Context: an optimization exercise on an open-source flow, tuned for small area, a short achievable clock period and few clock cycles. The choices shown serve that exercise and are no tape-out recipe. The RTL of this run was laid out without a check of its function.

==> flow/config.mk <==
export PLATFORM = sky130hd
export DESIGN_NAME = huffman
export DESIGN_NICKNAME = huffman
export VERILOG_FILES = /design/flow/design.v
export SDC_FILE = /design/flow/constraint.sdc
export NUM_CORES = 4
export LEC_CHECK = 0
export CAP_MARGIN = 20
export CORE_MARGIN = 2
export CORE_UTILIZATION = 40
export SLEW_MARGIN = 20
==> flow/constraint.sdc <==
create_clock -name core_clock -period 6.0 [get_ports {clk}]
set_input_delay 1.2000 -clock core_clock [delete_from_list [all_inputs] [get_ports {clk}]]
set_output_delay 1.2000 -clock core_clock [all_outputs]
set_load 0.01 [all_outputs]
==> flow/design.v <==
module freq_counter #(
	parameter int NUM_SYMBOLS = 6,
	parameter int CNT_W       = 8,
	parameter int SAMPLE_W    = 8
) (
	input  logic                               clk,
	input  logic                               reset,
	input  logic                               gray_valid,
	input  logic [SAMPLE_W-1:0]                gray_data,
	output logic [NUM_SYMBOLS-1:0][CNT_W-1:0]  cnt,
	output logic                               cnt_valid,
	output logic                               burst_end     
);
	localparam logic CNT_IDLE    = 1'b0;
	localparam logic CNT_RECEIVE = 1'b1;
	logic state;
	assign burst_end = (state == CNT_RECEIVE) && !gray_valid;
	always_ff @(posedge clk) begin
		if (reset) begin
			state     <= CNT_IDLE;
			cnt_valid <= 1'b0;
		end else begin
			cnt_valid <= burst_end;
			if (gray_valid)
				state <= CNT_RECEIVE;
			else
				state <= CNT_IDLE;
		end
	end
	always_ff @(posedge clk) begin
		for (int k = 0; k < NUM_SYMBOLS; k++) begin
			if (gray_valid) begin
				if (state == CNT_IDLE)
					cnt[k] <= (gray_data == SAMPLE_W'(k + 1)) ? CNT_W'(1) : '0;
				else if (gray_data == SAMPLE_W'(k + 1))
					cnt[k] <= cnt[k] + CNT_W'(1);
			end
		end
	end
endmodule
module count_sorter #(
	parameter int NUM_SYMBOLS = 6,
	parameter int CNT_W       = 8,
	parameter int IDX_W       = 3
) (
	input  logic [NUM_SYMBOLS-1:0][CNT_W-1:0]  cnt,
	output logic [NUM_SYMBOLS-1:0][CNT_W-1:0]  sorted_cnt,    
	output logic [NUM_SYMBOLS-1:0][IDX_W-1:0]  rank           
);
	logic [NUM_SYMBOLS-1:0][NUM_SYMBOLS-1:0] ahead;
	always_comb begin
		ahead = '0;
		for (int j = 0; j < NUM_SYMBOLS; j++) begin
			for (int k = j + 1; k < NUM_SYMBOLS; k++) begin
				ahead[j][k] = cnt[j] < cnt[k];
				ahead[k][j] = !ahead[j][k];
			end
		end
		for (int k = 0; k < NUM_SYMBOLS; k++) begin
			rank[k] = '0;
			for (int j = 0; j < NUM_SYMBOLS; j++) begin
				if (j != k)
					rank[k] = rank[k] + IDX_W'(ahead[j][k]);
			end
		end
		for (int p = 0; p < NUM_SYMBOLS; p++) begin
			sorted_cnt[p] = '0;
			for (int k = 0; k < NUM_SYMBOLS; k++) begin
				if (rank[k] == IDX_W'(p))
					sorted_cnt[p] = sorted_cnt[p] | cnt[k];
			end
		end
	end
endmodule
module tree_merger #(
	parameter int NUM_SYMBOLS = 6,
	parameter int CNT_W       = 8,
	parameter int IDX_W       = 3
) (
	input  logic                                    clk,
	input  logic                                    reset,
	input  logic                                    load,          
	input  logic [NUM_SYMBOLS-1:0][CNT_W-1:0]       sorted_cnt,
	input  logic [NUM_SYMBOLS-1:0][IDX_W-1:0]       rank,
	output logic                                    merge,         
	output logic                                    last,          
	output logic [NUM_SYMBOLS-1:0]                  sym_a,         
	output logic [NUM_SYMBOLS-1:0]                  sym_b,         
	output logic [NUM_SYMBOLS-1:0]                  sym_c,         
	output logic                                    c_first        
);
	logic [NUM_SYMBOLS-1:0][CNT_W-1:0] w;
	logic [NUM_SYMBOLS-1:0][IDX_W-1:0] pos;      
	logic [1:0]                        step;
	logic                              active;
	logic [CNT_W-1:0]                  sum;
	logic [NUM_SYMBOLS-1:0]            lt;       
	logic [IDX_W-1:0]                  slot;
	assign sum = w[0] + w[1];
	always_comb begin
		lt = '0;
		for (int p = 2; p < NUM_SYMBOLS; p++)
			lt[p] = w[p] < sum;
		slot = '0;
		for (int p = 2; p < NUM_SYMBOLS; p++)
			slot = slot + IDX_W'(lt[p]);
		for (int k = 0; k < NUM_SYMBOLS; k++) begin
			sym_a[k] = (pos[k] == IDX_W'(0));
			sym_b[k] = (pos[k] == IDX_W'(1));
			sym_c[k] = (pos[k] == IDX_W'(2));
		end
	end
	assign merge   = active;
	assign last    = active && (step == 2'd3);
	assign c_first = lt[2];
	always_ff @(posedge clk) begin
		if (reset) begin
			active <= 1'b0;
		end else if (load) begin
			active <= 1'b1;
		end else if (last) begin
			active <= 1'b0;
		end
	end
	always_ff @(posedge clk) begin
		if (load) begin
			w    <= sorted_cnt;
			pos  <= rank;
			step <= '0;
		end else if (active) begin
			step <= step + 2'd1;
			for (int q = 0; q < NUM_SYMBOLS - 1; q++) begin
				if (q + 2 < NUM_SYMBOLS && lt[q + 2])
					w[q] <= w[q + 2];
				else if (q == 0 || lt[q + 1])
					w[q] <= sum;
				else
					w[q] <= w[q + 1];
			end
			w[NUM_SYMBOLS - 1] <= '1;
			for (int k = 0; k < NUM_SYMBOLS; k++) begin
				if (pos[k] < IDX_W'(2))
					pos[k] <= slot;
				else if (lt[pos[k]])
					pos[k] <= pos[k] - IDX_W'(2);
				else
					pos[k] <= pos[k] - IDX_W'(1);
			end
		end
	end
endmodule
module code_builder #(
	parameter int NUM_SYMBOLS = 6,
	parameter int CODE_W      = 8
) (
	input  logic                                    clk,
	input  logic                                    reset,
	input  logic                                    start,         
	input  logic                                    merge,
	input  logic                                    last,
	input  logic [NUM_SYMBOLS-1:0]                  sym_a,
	input  logic [NUM_SYMBOLS-1:0]                  sym_b,
	input  logic [NUM_SYMBOLS-1:0]                  sym_c,
	input  logic                                    c_first,
	output logic [NUM_SYMBOLS-1:0][CODE_W-1:0]      hc,
	output logic [NUM_SYMBOLS-1:0][CODE_W-1:0]      m,
	output logic                                    code_valid
);
	localparam int LEN_W = NUM_SYMBOLS - 1;
	logic [NUM_SYMBOLS-1:0][LEN_W-1:0] hc_q;
	logic [NUM_SYMBOLS-1:0][LEN_W-1:0] m_q;
	always_comb begin
		for (int s = 0; s < NUM_SYMBOLS; s++) begin
			hc[s] = CODE_W'(hc_q[s]);
			m[s]  = CODE_W'(m_q[s]);
		end
	end
	always_ff @(posedge clk) begin
		if (reset)
			code_valid <= 1'b0;
		else
			code_valid <= last;
	end
	always_ff @(posedge clk) begin
		for (int s = 0; s < NUM_SYMBOLS; s++) begin
			if (start) begin
				hc_q[s] <= '0;
				m_q[s]  <= '0;
			end else if (merge) begin
				if (last) begin
					if (sym_a[s] || sym_b[s]) begin
						hc_q[s] <= hc_q[s] | ((LEN_W'(sym_a[s]) | (LEN_W'(!c_first) << 1)) << count1(m_q[s]));
						m_q[s]  <= {m_q[s][LEN_W-3:0], 2'b11};
					end else if (sym_c[s]) begin
						hc_q[s] <= hc_q[s] | (LEN_W'(c_first) << count1(m_q[s]));
						m_q[s]  <= {m_q[s][LEN_W-2:0], 1'b1};
					end
				end else if (sym_a[s] || sym_b[s]) begin
					hc_q[s] <= hc_q[s] | (LEN_W'(sym_a[s]) << count1(m_q[s]));
					m_q[s]  <= {m_q[s][LEN_W-2:0], 1'b1};
				end
			end
		end
	end
	function automatic logic [2:0] count1(logic [LEN_W-1:0] t);
		count1 = '0;
		for (int i = 0; i < LEN_W; i++)
			count1 = count1 + 3'(t[i]);
	endfunction
endmodule
module huffman (
	input  logic        clk,
	input  logic        reset,
	input  logic        gray_valid,
	input  logic [7:0]  gray_data,
	output logic        cnt_valid,
	output logic [47:0] cnt,           
	output logic        code_valid,
	output logic [47:0] hc,            
	output logic [47:0] m              
);
	localparam int NUM_SYMBOLS = 6;
	localparam int CNT_W       = 8;
	localparam int CODE_W      = 8;
	localparam int SAMPLE_W    = 8;
	localparam int IDX_W       = 3;
	logic                                    burst_end;
	logic [NUM_SYMBOLS-1:0][CNT_W-1:0]       sorted_cnt;
	logic [NUM_SYMBOLS-1:0][IDX_W-1:0]       rank;
	logic                                    merge;
	logic                                    last;
	logic [NUM_SYMBOLS-1:0]                  sym_a;
	logic [NUM_SYMBOLS-1:0]                  sym_b;
	logic [NUM_SYMBOLS-1:0]                  sym_c;
	logic                                    c_first;
	freq_counter #(
		.NUM_SYMBOLS (NUM_SYMBOLS),
		.CNT_W       (CNT_W),
		.SAMPLE_W    (SAMPLE_W)
	) freq_counter_i (
		.clk        (clk),
		.reset      (reset),
		.gray_valid (gray_valid),
		.gray_data  (gray_data),
		.cnt        (cnt),
		.cnt_valid  (cnt_valid),
		.burst_end  (burst_end)
	);
	count_sorter #(
		.NUM_SYMBOLS (NUM_SYMBOLS),
		.CNT_W       (CNT_W),
		.IDX_W       (IDX_W)
	) count_sorter_i (
		.cnt        (cnt),
		.sorted_cnt (sorted_cnt),
		.rank       (rank)
	);
	tree_merger #(
		.NUM_SYMBOLS (NUM_SYMBOLS),
		.CNT_W       (CNT_W),
		.IDX_W       (IDX_W)
	) tree_merger_i (
		.clk        (clk),
		.reset      (reset),
		.load       (burst_end),
		.sorted_cnt (sorted_cnt),
		.rank       (rank),
		.merge      (merge),
		.last       (last),
		.sym_a      (sym_a),
		.sym_b      (sym_b),
		.sym_c      (sym_c),
		.c_first    (c_first)
	);
	code_builder #(
		.NUM_SYMBOLS (NUM_SYMBOLS),
		.CODE_W      (CODE_W)
	) code_builder_i (
		.clk        (clk),
		.reset      (reset),
		.start      (burst_end),
		.merge      (merge),
		.last       (last),
		.sym_a      (sym_a),
		.sym_b      (sym_b),
		.sym_c      (sym_c),
		.c_first    (c_first),
		.hc         (hc),
		.m          (m),
		.code_valid (code_valid)
	);
endmodule
==> flow/run.sh <==
#!/bin/bash
# synth_recipe.tcl (not shown) runs the flow's synth.tcl, then flattens the netlist and writes it again
# the make line also repeats each setting of config.mk as NAME=value (left out here)
make -C /OpenROAD-flow-scripts/flow DESIGN_CONFIG=/design/flow/config.mk WORK_HOME=/design/flow/orfs CLKGATE_MAP_FILE= SYNTH_SCRIPT=/design/flow/synth_recipe.tcl finish
==> flow_summary.toml <==
[drt]
drt_iter0_drc = 1698
vias = 15600
viasPerCell = 6.09
routed_wl_microns = 59500
remaining_drc_errors = 0
first_pass_iters = 7
wl_per_cell_microns = 23.3
postRouteAntennaNets = 0

[logic_synthesis]
synth-seq-area-share_pct = 28.6
synth_edf_count = 114
postSynth.asyncResetShare_pct = 0
syn_avg_cell_area_sq_um = 8.67
synth_area_leader_cell = "edfxtp_1"
synth_seq_cells = 180
synthCells = 1912
synth.distinct_cells = 75
yosysMostFrequentCell = "ha_1"
netlist_area_sq_um = 16600
ys.flop_type = "edfxtp_1"
ys_top_cells_by_count = "ha_1, nand2_1, inv_1"
synth_area_leaders = "edfxtp_1, ha_1, dfxtp_1"
synth.top_cell.area_share_pct = 20.7
yosys_warnings = 6

[clock_network]
postCtsHoldBufs = 0
htree_levels = 4
cts_tree = "yes"
cts-root-buf = "clkbuf_16"
ctsResizeCount = 0
post_cts_buffers = 0
numCtsBuffers = 17
cts_buffer_depth = 2
cts.clk_slew.worst_paths_ns = 0.08
cts.sinks = 180
clk_latency_ns = 0.48

[sta]
fmax_mhz = 185
finalHoldViolCount = 0
tns_ns = 0
worstMarginPinSlew_ns = 1.05
period_share_pct = 90.0
worst_slack_ns = 0.598
report.final.slew_viol_count = 0
worst_slew_margin_rel_pct = 30.2
rsz0062_at_grt = "no"
fin_skew_ns = 0.0135
finalSetupViolations = 0
min_period_ns = 5.40

[worst_setup_path]
crit_path_end_kind = "flip-flop"
worstSetupStartpointType = "flip-flop"
r2r_cells = 16
reg2reg_from = "freq_counter_i.cnt[9]$_SDFFCE_PN0P_"
crit_start = "freq_counter_i.cnt[9]$_SDFFCE_PN0P_"
crit_type = "reg -> reg"
worstPathRequired_ns = 6.33
crit_arrival_ns = 5.73
r2r_setup_slack_ns = 0.60
r2r_end = "tree_merger_i.w[9]$_DFFE_PP_"
path_max_fanout = 14

[finish]
fill_cells = 3908
multiInputGateArea_sq_um = 10700
layout-drive-gt1-share_pct = 6.67
area.sequential_sq_um = 4740
final_core_util_pct = 46.8
final_nets = 2251
stdcell_area_sq_um = 19100
antenna_cells = 0
syn2layout_area_growth_pct = 15.4

[floorplanning]
die_area_sq_um = 43100
die_h_microns = 208
rows = 74
initial_utilization_pct = 40.6
die_w_microns = 208
coreArea_sq_um = 40800
io_pins = 157

[placement]
dp_slack_ns = 0.739
dpl.hpwl_microns = 44100
port_buffers = 120
place_congestion = 0.951
placed_area_sq_um = 18500

[grt]
grt.overflow.total = 0
grt_max_degree = 69
grt_busiest_layer = "met2"
grt_use_met2_pct = 40.8
grt_pass1_vias = 15000
met1_usage_pct = 39.7
grt_usage_pct = 27.2
use_met3_pct = 4.19
grt_pass1_wl_microns = 91400
antenna_found_initial = 1

[min_path]
min_to = "code_builder_i.hc_q[19]$_SDFFE_PP0P_"
hold_depth = 2
hold_class = "reg -> reg"
min_from = "code_builder_i.hc_q[19]$_SDFFE_PP0P_"

[outcome]
status = "finished clean"

[flow_run]
max_cap_viol_count = 0
## logic make-up after synthesis
group	share of synthesized area, %
xor gates and xnor gates	2.59
buffers and inverters	7.87
DFF	28.6
AOI/OAI and AO/OA	25.1
and+or+nand+nor	16.0
adders and majority gates	18.5
muxes	1.28
other	0.0226
## flip-flops by register name, summed over array words and instances (netlist names)
| signal | flops |
|---|---|
| code_builder_i.code_valid | 1 |
| code_builder_i.hc_q | 30 |
| code_builder_i.m_q | 30 |
| freq_counter_i.cnt | 48 |
| freq_counter_i.cnt_valid | 1 |
| freq_counter_i.state | 1 |
| tree_merger_i.active | 1 |
| tree_merger_i.pos | 18 |
| tree_merger_i.step | 2 |
| tree_merger_i.w | 48 |
## through the flow
| stage | hold slack, ns | cells |
|---|---|---|
| 3_3_place_gp | 0.438 | 2524 |
| 3_5_place_dp | 0.453 | 2524 |
| 5_1_grt | 0.477 | 2556 |
| 4_1_cts | 0.466 | 2556 |
| 2_1_floorplan | 0.465 | 1947 |
| 6_report | 0.456 | 2556 |
## per-layer routing
| metal | wire length [microns] | vias up |
|---|---|---|
| met4 | 1400 | 2 |
| li1 | - | 7179 |
| met2 | 25800 | 730 |
| met5 | 12 | - |
| met3 | 4880 | 102 |
| met1 | 27400 | 7559 |
## cell type report
type                       count  area share [%]
multi-input combinational   1462            55.8
timing repair buffer         212            9.96
tap                          532            3.48
clock inverter                13           0.844
sequential                   180            24.8
inverter                     138            2.71
clock buffer                  19            2.38
## critical path, stage by stage (launching register included)
cell,delay [ns]
edfxtp_1,0.73
ha_1,0.34
a21o_1,0.16
a21o_1,0.16
a211oi_1,0.28
o21bai_1,0.17
a31oi_1,0.36
ha_1,0.32
fa_1,0.48
ha_1,0.22
fa_1,0.61
nor3b_1,0.71
buf_4,0.27
a22oi_1,0.07
nand2_1,0.11
a221oi_1,0.08
o22ai_1,0.18
## cell usage in the layout, fill, tap and decap left out, types with 10 or more instances in the layout
cell type / instances
a22o_1: 11
nand2_1: 140
conb_1: 36
mux2i_1: 20
clkdlybuf4s50_1: 120
o31ai_1: 27
nor2b_1: 10
nor2_1: 117
a211o_1: 17
a211oi_1: 32
a22oi_1: 94
a221oi_1: 15
o21ai_0: 68
a21o_1: 44
nor3b_1: 23
o21a_1: 35
nor3_1: 36
edfxtp_1: 114
xor2_1: 14
and3_1: 27
xnor2_1: 35
buf_4: 91
clkbuf_16: 18
and2_1: 44
a21oi_1: 97
a41oi_1: 11
nand2b_1: 32
o211ai_1: 11
o22ai_1: 21
nand3_1: 63
dfxtp_1: 66
a31oi_1: 36
ha_1: 203
inv_1: 135
fa_1: 26
## worst max-delay path by stage
stage,endpoint,slack (ns),depth (start not counted)
after floorplan,tree_merger_i.w[23]$_DFFE_PP_,1.08,21
after global placement,tree_merger_i.w[9]$_DFFE_PP_,0.79,17
after detailed placement,tree_merger_i.w[27]$_DFFE_PP_,0.74,18
after CTS,tree_merger_i.w[9]$_DFFE_PP_,0.71,16
after global routing,tree_merger_i.w[29]$_DFFE_PP_,0.43,16
final,tree_merger_i.w[9]$_DFFE_PP_,0.60,16

==> re-timing with driven ports <==
Ports are ideal in the flow. The routed layout listed here was re-timed in OpenROAD.
Step 1 sets driving cells, clkbuf_16 on the clock port and buf_2 on the other inputs (assumed; they add their load-dependent delay and slew).
Step 2 also shifts input and output timing later by t, the mid clock arrival at the registers, as if the neighbouring blocks saw the same clock.
Three values: no drivers, after step 1, after step 2; two values: the first two.
shift t [ns]: 0.532
setup WS [ns]: 0.598 / 0.598 / 0.598
hold WS [ns]: 0.456 / 0.456 / 0.456
clock arrival spread, ns: 0.014 / 0.013
pins driven straight from the clock port: 1
After both steps this run still meets setup and hold. The setup slack of this run moves by 0.000 ns with the drivers and by 0.000 ns with both steps.
